From an optimization exercise on the open Yosys and OpenROAD flow, aimed at small area; shortcuts taken in it are not production practice. RTL that was checked went through simulation tests only; none was proved equivalent to the original. Power is estimated from default activity; no workload was simulated.

==> inputs of run B <==
// frame_fifo_sync
module frame_fifo_sync #(
    parameter int WORD_W = 16,
    parameter int NUM_CH = 8,
    parameter int DEPTH  = 16,
    parameter int SEL_W  = $clog2(NUM_CH),
    parameter int CNT_W  = $clog2(DEPTH) + 1
) (
    input  logic                     sample_clk,
    input  logic                     reset_n,
    input  logic [WORD_W-1:0]        data_in,
    input  logic                     done,
    input  logic [SEL_W-1:0]         atmchsel,
    input  logic                     last_word,
    input  logic [CNT_W-1:0]         threshold,
    input  logic                     ovf_mode,
    input  logic                     flush,
    input  logic                     frame_pop,
    input  logic                     clear_flags,
    output logic [NUM_CH*WORD_W-1:0] frame_data_out,
    output logic                     fifo_ready,
    output logic [CNT_W-1:0]         frame_count,
    output logic                     overflow,
    output logic                     underflow
);
    localparam int PTR_W = $clog2(DEPTH);
    localparam int FRAME_W = NUM_CH * WORD_W;
    localparam logic [CNT_W-1:0] DEPTH_C = CNT_W'(DEPTH);
    logic                          commit;
    logic                          stage_clr;
    logic [NUM_CH-1:0]             slot_hit;
    logic [NUM_CH-1:0]             slot_vld_q;
    logic [NUM_CH-1:0][WORD_W-1:0] slot_q;
    logic [NUM_CH-1:0][WORD_W-1:0] frame_merged;
    logic [PTR_W-1:0] wr_ptr_q, wr_ptr_d;
  ...
make LEC_CHECK=0 CAP_MARGIN=20 CORE_MARGIN=2 CORE_UTILIZATION=55 CTS_BUF_LIST=sky130_fd_sc_hd__clkbuf_16 CTS_CLUSTER_DIAMETER=80 CTS_CLUSTER_SIZE=25 SLEW_MARGIN=20 finish   # period 6.0 ns
run.sh (not shown) runs the stock make flow with config.mk's settings and CLKGATE_MAP_FILE= SYNTH_SCRIPT=/design/flow/synth_recipe.tcl, a recipe that flattens the netlist after the stock synthesis.
==> run G: changes against run B <==
--- a/flow/design.v
+++ b/flow/design.v
@@ -133,52 +133,43 @@
     always_comb begin
         wsel_d = '0;
         wsel_d[wr_ptr_d] = 1'b1;
     end
     always_ff @(posedge sample_clk or negedge reset_n) begin
         if (!reset_n) begin
             wsel_q   <= DEPTH'(1);
-            wsel_n_q <= {{(DEPTH-1){1'b1}}, 1'b0};
+            wsel_n_q <= ~DEPTH'(1);
         end else begin
             wsel_q   <= wsel_d;
             wsel_n_q <= ~wsel_d;
         end
     end
     logic [DEPTH-1:0] mem_we, mem_hold;
     assign mem_we   = wsel_q & {DEPTH{wr_en}};
     assign mem_hold = wsel_n_q | {DEPTH{!wr_en}};
-    logic [DEPTH-1:0] mem_tag_q;
     always_ff @(posedge sample_clk) begin
-        for (int e = 0; e < DEPTH; e++) begin
-            mem_q[e]     <= ~((mem_q[e] | {FRAME_W{mem_we[e]}}) & (frame_merged | {FRAME_W{mem_hold[e]}}));
-            mem_tag_q[e] <= ~((mem_tag_q[e] | mem_we[e]) & mem_hold[e]);
-        end
+        for (int e = 0; e < DEPTH; e++)
+            mem_q[e] <= (mem_q[e] & {FRAME_W{mem_hold[e]}}) | (frame_merged & {FRAME_W{mem_we[e]}});
     end
     logic [DEPTH-1:0] rd_sel_q, rd_sel_d;
     always_comb begin
         rd_sel_d = '0;
         if (count_d != '0)
             rd_sel_d[rd_ptr_d] = 1'b1;
     end
     always_ff @(posedge sample_clk or negedge reset_n) begin
         if (!reset_n)
             rd_sel_q <= '0;
         else
             rd_sel_q <= rd_sel_d;
     end
     wire [DEPTH-1:0] rd_sel = rd_sel_q;
-    logic [FRAME_W-1:0] rd_raw;
-    logic               rd_tag;
     always_comb begin
-        rd_raw = '0;
-        rd_tag = 1'b0;
-        for (int e = 0; e < DEPTH; e++) begin
-            rd_raw = rd_raw | (mem_q[e] & {FRAME_W{rd_sel[e]}});
-            rd_tag = rd_tag | (mem_tag_q[e] & rd_sel[e]);
-        end
+        frame_data_out = '0;
+        for (int e = 0; e < DEPTH; e++)
+            frame_data_out = frame_data_out | (mem_q[e] & {FRAME_W{rd_sel[e]}});
     end
-    assign frame_data_out = rd_raw ^ {FRAME_W{rd_tag}};
     assign fifo_ready     = count_q >= ((threshold == '0) ? CNT_W'(1) : threshold);
     assign frame_count    = count_q;
     assign overflow       = ovf_q;
     assign underflow      = udf_q;
 endmodule
==> flow/config.mk (replaced) <==
export PLATFORM = sky130hd
export DESIGN_NAME = frame_fifo_sync
export DESIGN_NICKNAME = frame_fifo_sync
export VERILOG_FILES = /design/flow/design.v
export SDC_FILE = /design/flow/constraint.sdc
export NUM_CORES = 4
export LEC_CHECK = 0
export CAP_MARGIN = 20
export CORE_MARGIN = 2
export CORE_UTILIZATION = 40
export SLEW_MARGIN = 20
==> summary of the runs <==
Run G passed the timing, DRC and antenna checks. Run B finished clean.
Of run B and run G, run B has the higher sequential share of layout area (gap 5.4 points).
Of run G and run B, run B has the higher sequential cell count (gap 16).
In combinational power, run B is at 3.6 times the value of run G.
Clock skew is about the same in run G and run B.
Against run B, the final cell count of run G is larger by 32%.
Against run B, the clock power of run G is larger by 67%.
First-iteration DRC count: run B is smaller than run G (3.5%).
In run G the worst setup slack is higher than in run B, by 530 ps.
No functional check of the RTL was part of run G.


==> inputs of wip/garnet <==
==> flow/design.v <==
module frame_fifo_sync #(
    parameter int WORD_W = 16,
    parameter int NUM_CH = 8,
    parameter int DEPTH  = 16,
    parameter int SEL_W  = $clog2(NUM_CH),
    parameter int CNT_W  = $clog2(DEPTH) + 1
) (
    input  logic                     sample_clk,
    input  logic                     reset_n,
    input  logic [WORD_W-1:0]        data_in,
    input  logic                     done,
    input  logic [SEL_W-1:0]         atmchsel,
    input  logic                     last_word,
    input  logic [CNT_W-1:0]         threshold,
    input  logic                     ovf_mode,
    input  logic                     flush,
    input  logic                     frame_pop,
    input  logic                     clear_flags,
    output logic [NUM_CH*WORD_W-1:0] frame_data_out,
    output logic                     fifo_ready,
    output logic [CNT_W-1:0]         frame_count,
    output logic                     overflow,
    output logic                     underflow
);
    localparam int PTR_W = $clog2(DEPTH);
    localparam int FRAME_W = NUM_CH * WORD_W;
    localparam logic [CNT_W-1:0] DEPTH_C = CNT_W'(DEPTH);
    logic                          commit;
    logic                          stage_clr;
    logic [NUM_CH-1:0]             slot_hit;
    logic [NUM_CH-1:0]             slot_vld_q;
    logic [NUM_CH-1:0][WORD_W-1:0] slot_q;
    logic [NUM_CH-1:0][WORD_W-1:0] frame_merged;
    logic [PTR_W-1:0] wr_ptr_q, wr_ptr_d;
    logic [PTR_W-1:0] rd_ptr_q, rd_ptr_d;
    logic [CNT_W-1:0] count_q, count_d;
    logic             ovf_q, ovf_d;
    logic             udf_q, udf_d;
    logic             wr_en;
    logic [FRAME_W-1:0] mem_q [DEPTH];
    assign commit    = done && last_word;
    assign stage_clr = flush || commit;
    genvar k;
    generate
        for (k = 0; k < NUM_CH; k++) begin : g_slot
            assign slot_hit[k] = done && (atmchsel == SEL_W'(k));
            always_ff @(posedge sample_clk) begin
                if (slot_hit[k])
                    slot_q[k] <= data_in;
            end
            always_ff @(posedge sample_clk or negedge reset_n) begin
                if (!reset_n)
                    slot_vld_q[k] <= 1'b0;
                else if (stage_clr)
                    slot_vld_q[k] <= 1'b0;
                else if (slot_hit[k])
                    slot_vld_q[k] <= 1'b1;
            end
            assign frame_merged[k] = slot_hit[k] ? data_in
                                   : (slot_q[k] & {WORD_W{slot_vld_q[k]}});
        end
    endgenerate
    always_comb begin
        logic full;
        logic do_pop;
        logic cnt_inc;
        logic rd_inc;
        logic ovf_set;
        logic udf_set;
        full    = (count_q == DEPTH_C);
        do_pop  = frame_pop && (count_q != '0);
        wr_en   = 1'b0;
        cnt_inc = 1'b0;
        rd_inc  = 1'b0;
        ovf_set = 1'b0;
        udf_set = 1'b0;
        wr_ptr_d = wr_ptr_q;
        rd_ptr_d = rd_ptr_q;
        count_d  = count_q;
        if (flush) begin
            wr_ptr_d = '0;
            rd_ptr_d = '0;
            count_d  = '0;
        end else begin
            udf_set = frame_pop && (count_q == '0);
            if (commit) begin
                if (!full || do_pop) begin
                    wr_en   = 1'b1;
                    cnt_inc = 1'b1;
                end else if (ovf_mode) begin
                    wr_en   = 1'b1;
                    rd_inc  = 1'b1;
                    ovf_set = 1'b1;
                end else begin
                    ovf_set = 1'b1;
                end
            end
            if (do_pop)
                rd_inc = 1'b1;
            if (wr_en)
                wr_ptr_d = wr_ptr_q + PTR_W'(1);
            if (rd_inc)
                rd_ptr_d = rd_ptr_q + PTR_W'(1);
            count_d = count_q + CNT_W'(cnt_inc) - CNT_W'(do_pop);
        end
        ovf_d = ovf_q;
        if (ovf_set)
            ovf_d = 1'b1;
        else if (clear_flags)
            ovf_d = 1'b0;
        udf_d = udf_q;
        if (udf_set)
            udf_d = 1'b1;
        else if (clear_flags)
            udf_d = 1'b0;
    end
    always_ff @(posedge sample_clk or negedge reset_n) begin
        if (!reset_n) begin
            wr_ptr_q <= '0;
            rd_ptr_q <= '0;
            count_q  <= '0;
            ovf_q    <= 1'b0;
            udf_q    <= 1'b0;
        end else begin
            wr_ptr_q <= wr_ptr_d;
            rd_ptr_q <= rd_ptr_d;
            count_q  <= count_d;
            ovf_q    <= ovf_d;
            udf_q    <= udf_d;
        end
    end
    logic [DEPTH-1:0] wsel_q, wsel_d;
    always_comb begin
        wsel_d = '0;
        wsel_d[wr_ptr_d] = 1'b1;
    end
    always_ff @(posedge sample_clk or negedge reset_n) begin
        if (!reset_n)
            wsel_q <= DEPTH'(1);
        else
            wsel_q <= wsel_d;
    end
    logic [DEPTH-1:0] mem_we, mem_hold;
    always_comb begin
        for (int e = 0; e < DEPTH; e++) begin
            mem_we[e]   = wsel_q[e] && wr_en;
            mem_hold[e] = (wr_ptr_q != PTR_W'(e)) || !wr_en;
        end
    end
    logic [DEPTH-1:0] mem_tag_q;
    always_ff @(posedge sample_clk) begin
        for (int e = 0; e < DEPTH; e++) begin
            mem_q[e]     <= ~((mem_q[e] | {FRAME_W{mem_we[e]}}) & (frame_merged | {FRAME_W{mem_hold[e]}}));
            mem_tag_q[e] <= ~((mem_tag_q[e] | mem_we[e]) & mem_hold[e]);
        end
    end
    logic [DEPTH-1:0] rd_sel_q, rd_sel_d;
    always_comb begin
        rd_sel_d = '0;
        if (count_d != '0)
            rd_sel_d[rd_ptr_d] = 1'b1;
    end
    always_ff @(posedge sample_clk or negedge reset_n) begin
        if (!reset_n)
            rd_sel_q <= '0;
        else
            rd_sel_q <= rd_sel_d;
    end
    wire [DEPTH-1:0] rd_sel = rd_sel_q;
    logic [FRAME_W-1:0] rd_raw;
    logic               rd_tag;
    always_comb begin
        rd_raw = '0;
        rd_tag = 1'b0;
        for (int e = 0; e < DEPTH; e++) begin
            rd_raw = rd_raw | (mem_q[e] & {FRAME_W{rd_sel[e]}});
            rd_tag = rd_tag | (mem_tag_q[e] & rd_sel[e]);
        end
    end
    assign frame_data_out = rd_raw ^ {FRAME_W{rd_tag}};
    assign fifo_ready     = count_q >= ((threshold == '0) ? CNT_W'(1) : threshold);
    assign frame_count    = count_q;
    assign overflow       = ovf_q;
    assign underflow      = udf_q;
endmodule
==> flow/run.sh <==
#!/bin/bash
# synth_recipe.tcl (not shown) runs the flow's synth.tcl, then flattens the netlist and writes it again
# the make line also repeats each setting of config.mk as NAME=value (left out here)
make -C /OpenROAD-flow-scripts/flow DESIGN_CONFIG=/design/flow/config.mk WORK_HOME=/design/flow/orfs CLKGATE_MAP_FILE= SYNTH_SCRIPT=/design/flow/synth_recipe.tcl finish
==> flow/config.mk <==
export PLATFORM = sky130hd
export DESIGN_NAME = frame_fifo_sync
export DESIGN_NICKNAME = frame_fifo_sync
export VERILOG_FILES = /design/flow/design.v
export SDC_FILE = /design/flow/constraint.sdc
export NUM_CORES = 4
export LEC_CHECK = 0
export CAP_MARGIN = 5
export CORE_MARGIN = 2
export CORE_UTILIZATION = 55
export CTS_BUF_LIST = sky130_fd_sc_hd__clkbuf_16
export CTS_CLUSTER_DIAMETER = 80
export CTS_CLUSTER_SIZE = 25
export SLEW_MARGIN = 5
==> flow/constraint.sdc <==
create_clock -name core_clock -period 6.0 [get_ports {sample_clk}]
set_input_delay 1.2000 -clock core_clock [delete_from_list [all_inputs] [get_ports {sample_clk}]]
set_output_delay 1.2000 -clock core_clock [all_outputs]
set_load 0.01 [all_outputs]
==> inputs of wip/raven, as changes to wip/garnet <==
==> flow/flow/run.sh (new file) <==
#!/bin/bash
# Standard layout with a leaner clock tree (no dummy balancing loads, clkbuf_8 sink
# clusters) and minimum-size port buffers. Every other step is the standard flow's own.
set -euo pipefail
bash standard.sh \
  "CTS_ARGS=-sink_clustering_enable -repair_clock_nets -dont_use_dummy_load -buf_list sky130_fd_sc_hd__clkbuf_8 -sink_clustering_size 16 -sink_clustering_max_diameter 60" \
  "BUFFER_PORTS_ARGS=-buffer_cell sky130_fd_sc_hd__buf_1" \
  finish > run_flow.log 2>&1
==> flow/standard.sh (new file) <==
#!/bin/bash
# synth_recipe.tcl (not shown) runs the flow's synth.tcl, then flattens the netlist and writes it again
# the make line also repeats each setting of config.mk as NAME=value (left out here)
make -C /OpenROAD-flow-scripts/flow DESIGN_CONFIG=/design/flow/config.mk WORK_HOME=/design/flow/orfs CLKGATE_MAP_FILE= SYNTH_SCRIPT=/design/flow/synth_recipe.tcl "${@:-finish}"
--- a/flow/config.mk
+++ b/flow/config.mk
@@ -8,7 +8,5 @@
 export CAP_MARGIN = 5
 export CORE_MARGIN = 2
-export CORE_UTILIZATION = 55
-export CTS_BUF_LIST = sky130_fd_sc_hd__clkbuf_16
-export CTS_CLUSTER_DIAMETER = 80
-export CTS_CLUSTER_SIZE = 25
+export CORE_UTILIZATION = 65
+export PLACE_DENSITY = 0.74
 export SLEW_MARGIN = 5
removed: flow/run.sh
==> run notes <==
| item | wip/raven | wip/garnet |
|---|---|---|
| Result of the run | complete, but fails checks | complete, no violations |
| Reasons for failing layout checks | capacitance limit, slew limit | - |
| Number of max-cap violations | 1 | 0 |
| Met2 WL post-DR | 124000 um | 136000 um |
| Power per unit of standard cell area | 383 nW/um2 | 401 nW/um2 |
| Post-detailed-route via-to-cell ratio | 8.28 | 7.83 |
| Total Wirelength | 300000 um | 321000 um |
| Maximum number of pins on one net before global-route repair | 121 | 104 |
| Floorplan die height | 349 um | 379 um |
| Achievable clock frequency | 193 MHz | 184 MHz |
| Number of fill cells in the layout | 8960 | 11710 |
| Seq pwr share | 59.3% | 54.4% |
| Final period demand of the worst path | 5180 ps | 5440 ps |
| Combinational logic power | 5.53 mW | 6.63 mW |
| Total power after layout | 31.0 mW | 33.6 mW |
| Worst hold start | mem_q[8][106]$_DFF_P_ | mem_q[1][95]$_DFF_P_ |
| Fraction of layout instances using a drive strength above 1 | 6.09% | 6.28% |
| Core region area | 118000 um2 | 140000 um2 |
| Worst Max-Slew Pin Slew | 1560 ps | 1350 ps |
| Critical path endpoint | frame_data_out[49] | frame_data_out[24] |

==> separate check: timing with driven ports <==
Ports are ideal in the flow. The routed layouts listed here were re-timed in OpenROAD.
Step 1 assumes that a clkbuf_16 drives the clock port and a buf_2 every other input.
Step 2 adds t to the input delays and takes it off the output delays; t is the mean of the earliest and latest rising clock arrival at the registers after step 1. Input paths then give back, and output paths get back, about the clock's delay inside the block.
Three values: ideal ports, drivers, drivers and shift; two values: the first two.
run | shift t [ns] | slack for setup (ns) | latest minus earliest clock arrival (ns) | slew at the worst register clock pin (ns) | pins driven straight from the clock port
run B | 0.863 | 0.334 / 0.235 / 1.099 | 0.029 / 0.029 | 0.11 / 0.11 | 1
run G | 0.958 | 0.864 / 0.774 / 0.840 | 0.030 / 0.030 | 0.07 / 0.07 | 1
wip/garnet | 0.855 | 0.560 / 0.472 / 0.791 | 0.031 / 0.031 | 0.11 / 0.11 | 1
wip/raven | 0.984 | 0.825 / 0.743 / 0.972 | 0.086 / 0.085 | 0.11 / 0.11 | 1
The setup slack of run G, which loses most, moves by -0.090 ns with the drivers and by -0.024 ns with both steps.
